This is an optimization exercise on Yosys and OpenROAD, whose aim is small area and a short achievable clock period, not a production implementation. Only simulation tests tie the RTL to the original design; equivalence was not proved. No activity file was given, so power comes from the tool's default toggle rates.

==> flow/design.v <==
module spi_ram_burst #(
    parameter int MEM_DEPTH  = 256,
    parameter int ADDR_SIZE  = 8,
    parameter int DATA_WIDTH = 8,
    parameter bit AUTO_INC   = 1'b1
) (
    input  logic                  clk,
    input  logic                  rst_n,
    input  logic [DATA_WIDTH+1:0] din,
    input  logic                  rx_valid,
    input  logic                  tx_ready,
    output logic [DATA_WIDTH-1:0] dout,
    output logic                  tx_valid,
    output logic                  busy,
    output logic                  cmd_drop
);
    localparam int NCP = 4;   
    logic [1:0] opcode;
    logic [7:0] payload;
    assign opcode  = din[9:8];
    assign payload = din[7:0];
    function automatic logic [15:0] dec4(input logic [3:0] a);
        dec4 = 16'd1 << a;
    endfunction
    logic        rd_mode, more;
    logic        txv_q, busy_q, dmode_q;    
    logic        drop_q;
    logic [7:0]  remaining;
    logic [7:0]  write_address;
    logic [15:0] ra_hi;                     
    logic [7:0]  dout_q;
    logic cmd_waddr, cmd_wdata, cmd_read, hs, hs_more;
    assign cmd_waddr = !rd_mode && rx_valid && (opcode == 2'b00);
    assign cmd_wdata = !rd_mode && rx_valid && (opcode == 2'b01);
    assign cmd_read  = !rd_mode && rx_valid && (opcode == 2'b11);
    assign hs        = rd_mode && tx_ready;
    assign hs_more   = more && tx_ready;
    logic        rd_mode_c [NCP];
    logic        more_c    [NCP];
    logic [15:0] ra_lo     [NCP];
    logic [15:0] lo_next   [NCP];
    logic        ra_inc_c  [NCP];
    for (genvar c = 0; c < NCP; c++) begin : g_ctl
        logic raddr, rdcmd, inc;
        assign raddr = !rd_mode_c[c] && rx_valid && (opcode == 2'b10);
        assign rdcmd = !rd_mode_c[c] && rx_valid && (opcode == 2'b11);
        assign inc   = rdcmd || (more_c[c] && tx_ready);
        assign ra_inc_c[c] = inc;
        assign lo_next[c] = raddr ? dec4(payload[3:0])
                          : inc   ? {ra_lo[c][14:0], ra_lo[c][15]}
                          :         ra_lo[c];
        always_ff @(posedge clk or negedge rst_n) begin
            if (!rst_n) begin
                rd_mode_c[c] <= 1'b0;
                more_c[c]    <= 1'b0;
                ra_lo[c]     <= 16'd1;
            end else begin
                ra_lo[c] <= lo_next[c];
                if (rdcmd) begin
                    rd_mode_c[c] <= 1'b1;
                    more_c[c]    <= (payload != 8'd0);
                end else if (more_c[c] && tx_ready) begin
                    more_c[c]    <= (remaining != 8'd1);
                end else if (rd_mode_c[c] && tx_ready) begin
                    rd_mode_c[c] <= 1'b0;
                end
            end
        end
    end
    logic [15:0] pw_lo, pw_hi;    
    logic [7:0]  pw_data;
    logic        pw_en;
    logic [15:0] pp_lo, pp_hi;
    logic [7:0]  pp_data;
    logic        pp_en;
    always_ff @(posedge clk) begin
        pw_lo   <= dec4(write_address[3:0]);
        pw_hi   <= cmd_wdata ? dec4(write_address[7:4]) : 16'd0;
        pw_en   <= cmd_wdata;
        pw_data <= payload;
        pp_lo   <= pw_lo;
        pp_hi   <= pw_hi;
        pp_en   <= pw_en;
        pp_data <= pw_data;
    end
    logic [7:0] mem [256];
    for (genvar w = 0; w < 256; w++) begin : g_word
        always_ff @(posedge clk) begin
            if (pw_hi[w / 16] && pw_lo[w % 16]) mem[w] <= pw_data;
        end
    end
    logic [7:0] grp [16];
    for (genvar i = 0; i < 16; i++) begin : g_grp
        logic [7:0] sel;
        always_comb begin
            sel = '0;
            for (int j = 0; j < 16; j++)
                sel = sel | (mem[16 * i + j] & {8{lo_next[i / (16 / NCP)][j]}});
        end
        always_ff @(posedge clk) grp[i] <= sel;
    end
    logic [7:0] rd_arr;
    always_comb begin
        rd_arr = '0;
        for (int i = 0; i < 16; i++)
            rd_arr = rd_arr | (grp[i] & {8{ra_hi[i]}});
    end
    logic byp_w, byp_p;
    assign byp_w = pw_en && |(pw_lo & ra_lo[0]) && |(pw_hi & ra_hi);
    assign byp_p = pp_en && |(pp_lo & ra_lo[0]) && |(pp_hi & ra_hi);
    logic [7:0] rd_word;
    assign rd_word = byp_w ? pw_data : byp_p ? pp_data : rd_arr;
    logic dout_ld, dout_hold;
    assign dout_ld   = !rd_mode || tx_ready;
    assign dout_hold = dmode_q && !tx_ready;
    always_ff @(posedge clk) begin
        dout_q <= (rd_word & {8{dout_ld}}) | (dout_q & {8{dout_hold}});
    end
    always_ff @(posedge clk or negedge rst_n) begin
        if (!rst_n) begin
            rd_mode       <= 1'b0;
            more          <= 1'b0;
            txv_q         <= 1'b0;
            busy_q        <= 1'b0;
            dmode_q       <= 1'b0;
            drop_q        <= 1'b0;
            remaining     <= '0;
            write_address <= '0;
            ra_hi         <= 16'd1;
        end else begin
            drop_q <= rd_mode && rx_valid;
            if (cmd_read) rd_mode <= 1'b1;
            else if (hs && !more) rd_mode <= 1'b0;
            if (cmd_read) txv_q <= 1'b1;
            else if (txv_q && tx_ready && !more) txv_q <= 1'b0;
            if (cmd_read) busy_q <= 1'b1;
            else if (busy_q && tx_ready && !more) busy_q <= 1'b0;
            if (cmd_read) dmode_q <= 1'b1;
            else if (dmode_q && tx_ready && !more) dmode_q <= 1'b0;
            if (cmd_read) begin
                remaining <= payload;
                more      <= (payload != 8'd0);
            end else if (hs_more) begin
                remaining <= remaining - 1'b1;
                more      <= (remaining != 8'd1);
            end
            if (cmd_waddr) write_address <= payload;
            else if (cmd_wdata) write_address <= write_address + 1'b1;
            if (!rd_mode && rx_valid && (opcode == 2'b10)) ra_hi <= dec4(payload[7:4]);
            else if (ra_inc_c[0] && ra_lo[0][15]) ra_hi <= {ra_hi[14:0], ra_hi[15]};
        end
    end
    assign dout     = dout_q;
    assign tx_valid = txv_q;
    assign busy     = busy_q;
    assign cmd_drop = drop_q;
endmodule
Settings: LEC_CHECK=0, CAP_MARGIN=5, CORE_MARGIN=2, CORE_UTILIZATION=50, CTS_CLUSTER_DIAMETER=75, CTS_CLUSTER_SIZE=24, PLACE_DENSITY=0.65, SETUP_SLACK_MARGIN=1.8, SLEW_MARGIN=5; clock period 4.0 ns.
run.sh (not shown) runs the stock make flow with config.mk's settings and CLKGATE_MAP_FILE= SYNTH_SCRIPT=/design/flow/synth_recipe.tcl, a recipe that flattens the netlist after the stock synthesis.
The first run finished clean.
Then changed:
--- a/flow/config.mk
+++ b/flow/config.mk
@@ -8,8 +8,8 @@
 export CAP_MARGIN = 5
 export CORE_MARGIN = 2
-export CORE_UTILIZATION = 50
+export CORE_UTILIZATION = 60
 export CTS_CLUSTER_DIAMETER = 75
 export CTS_CLUSTER_SIZE = 24
-export PLACE_DENSITY = 0.65
-export SETUP_SLACK_MARGIN = 1.8
+export PLACE_DENSITY = 0.72
+export SETUP_SLACK_MARGIN = 1.55
 export SLEW_MARGIN = 5
Outcome: The new run passed the timing, design-rule and antenna checks; wire length goes down by 10%; sequential power barely changes; total power falls by about 11%; cell area came out lower by about 7%; area after synthesis stays the same; maximum frequency is lower by 3.6%; final cell count decreases by about 10%; worst hold slack degrades by 0.010 ns; via count came out lower by 5.7%; utilization climbs by 7.3 points.

## exp/delta
// spi_ram_burst: RTL as listed in full above, without the edits since
clock: 4.0 ns
lec_check: 0
cap_margin: 5
core_margin: 2
core_utilization: 56
cts_cluster_diameter: 75
cts_cluster_size: 24
place_density: 0.7
setup_slack_margin: 1.55
slew_margin: 5
exp/delta | status: complete | timing, DRC, antenna: pass
Relative to exp/delta, the following input files were edited for exp/fjord:
Settings: swapping 5 for 20 in CAP_MARGIN; swapping 24 for 30 in CTS_CLUSTER_SIZE; swapping 56 for 40 in CORE_UTILIZATION; swapping 75 for 80 in CTS_CLUSTER_DIAMETER; swapping 5 for 20 in SLEW_MARGIN; clearing PLACE_DENSITY, which used to be 0.7; swapping 1.55 for 1.8 in SETUP_SLACK_MARGIN.
## What came out
- What the final checks of exp/fjord revealed, after a flow that finished every stage, was a layout that fails on antenna violations.
- Changes observed in exp/fjord relative to exp/delta: fraction of power consumed by combinational cells saw an increase; number of fillers in the final layout went up by about 70%.
- When the final numbers for exp/delta and exp/fjord were put side by side, the final routed wirelength across all metal layers turned out to be smaller in exp/delta.
- Count of nets left with antenna violations after detail routing (exp/fjord over exp/delta): increase, 3
- Die area is higher on exp/fjord
- Going from exp/delta to exp/fjord, clock skew saw an increase, utilization after layout lower, via count shows an increase of about 5%, non-clock buffer instance count of the final layout has increased.
Input-level comparison between exp/cedar and exp/fjord:
Settings: CTS_CLUSTER_SIZE changed from 30 to 24; SETUP_SLACK_MARGIN changed from 1.8 to 1.4; PLACE_DENSITY newly set to 0.7; CTS_CLUSTER_DIAMETER changed from 80 to 75; CAP_MARGIN changed from 20 to 5; CORE_UTILIZATION changed from 40 to 56; SLEW_MARGIN changed from 20 to 5.
Findings:
- The flow did not stop early for exp/cedar: all stages ran, and the layout cleared the timing, design-rule and antenna checks.
- Of the two candidates, exp/fjord has the worse first-pass GRT wire length and exp/cedar the better one.
- Delay of the slowest cell on the worst path | exp/cedar above exp/fjord
- Slew at the pin closest to its max-slew limit ended up 0.13 ns lower on exp/cedar than on exp/fjord.
- exp/cedar supports a lower top clock frequency than exp/fjord.
What exp/indigo does differently from exp/cedar at the input level:
Settings: SETUP_SLACK_MARGIN changed from 1.4 to 1.8.
--- outcome ---
Re critical path depth in cells: exp/indigo is 4 up on exp/cedar.
| combinational group power | lower: exp/cedar |
Against exp/cedar, exp/indigo reports a via count that is higher.
What exp/indigo reported for average detailed-routed wire length per instance has to be multiplied by 0.948 to get the figure for exp/cedar.
exp/cedar reports its end point of the critical path as dout_q[2]$_DFF_P_ while exp/indigo reports grp[0][6]$_DFF_P_.
Changes observed in exp/indigo relative to exp/cedar: clock-buffer cell count rose 3, combinational power share up 7.2 points.
Critical path launch point = rd_mode_c[0]$_DFFE_PN0P_: exp/indigo; critical path launch point = ra_hi[2]$_DFFE_PN0P_: exp/cedar

spi_ram_burst, a different RTL version from the one above (not shown whole).
Size: roughly 4,600 cells after synthesis, about 2,200 flip-flops, about 25 I/O pins, roughly 0.081 mm^2 of cells after synthesis.
Design spi_ram_burst, start of the top module:
module spi_ram_burst #(
    parameter int MEM_DEPTH  = 256,
    parameter int ADDR_SIZE  = 8,
    parameter int DATA_WIDTH = 8,
    parameter bit AUTO_INC   = 1'b1
) (
    input  logic                  clk,
    input  logic                  rst_n,
    input  logic [DATA_WIDTH+1:0] din,
    input  logic                  rx_valid,
    input  logic                  tx_ready,
    output logic [DATA_WIDTH-1:0] dout,
    output logic                  tx_valid,
    output logic                  busy,
    output logic                  cmd_drop
);
    localparam int NCP = 4;   
    logic [1:0] opcode;
    logic [7:0] payload;
    assign opcode  = din[9:8];
    assign payload = din[7:0];
    logic        rd_mode;          
    logic        txv_q, busy_q;    
    logic        drop_q;
    logic [7:0]  remaining;
    logic        rem_zero;         
    logic [7:0]  write_address;
    logic [15:0] ra_lo [NCP];      
    logic [15:0] ra_hi;            
    logic [7:0]  dout_q;
  ...
Settings: LEC_CHECK=0, CAP_MARGIN=20, CORE_MARGIN=2, CORE_UTILIZATION=40, SETUP_SLACK_MARGIN=1.8, SLEW_MARGIN=20; clock period 4.0 ns.
Next try:
CORE_UTILIZATION = 50   (was 40)
PLACE_DENSITY = 0.65   (was unset)
Outcome: Setup slack gets worse by 190 ps. Wire length shrinks by 3.6%. Final cell count shrinks by 6.8%. Total power shrinks by 1.4%. Sequential cell count stays the same.

## afterwards: timing with drivers on the ports
Ports are ideal in the flow. The routed layouts listed here were re-timed in OpenROAD. Step 1 sets driving cells, clkbuf_16 on the clock port and buf_2 on the other inputs (assumed; they add their load-dependent delay and slew). Step 2 moves the port delays by t, midway between the first and last clock arrival at a register: inputs arrive t later, outputs are due t later. That takes back most of the time a late clock gives input paths. Three values: ideal, step 1, step 2; two values: the first two.
run	shift t [ns]	setup WS [ns]	worst setup path at the end	clock arrival spread, ns	worst register clock-pin slew, ns
the first run of note 1	0.897	1.569 / 1.569 / 0.741	input to register	0.062 / 0.062	0.10 / 0.10
the second run of note 1	0.847	1.478 / 1.478 / 0.685	input to register	0.048 / 0.047	0.10 / 0.10
exp/delta	0.857	1.508 / 1.525 / 0.690	input to register	0.033 / 0.032	0.10 / 0.10
exp/fjord	0.883	1.481 / 1.481 / 0.718	input to register	0.049 / 0.049	0.12 / 0.12
exp/cedar	0.841	1.347 / 1.346 / 0.572	input to register	0.037 / 0.037	0.10 / 0.10
exp/indigo	0.862	1.560 / 1.560 / 0.812	input to register	0.032 / 0.032	0.10 / 0.10
the first run of note 3	0.933	1.046 / 1.046 / 0.859	input to register	0.061 / 0.061	0.07 / 0.07
the second run of note 3	0.917	0.851 / 0.851 / 0.780	input to register	0.043 / 0.043	0.07 / 0.07
For the first run of note 1, which loses most, drivers alone change the setup slack by 0.000 ns; drivers and shift together by -0.828 ns.
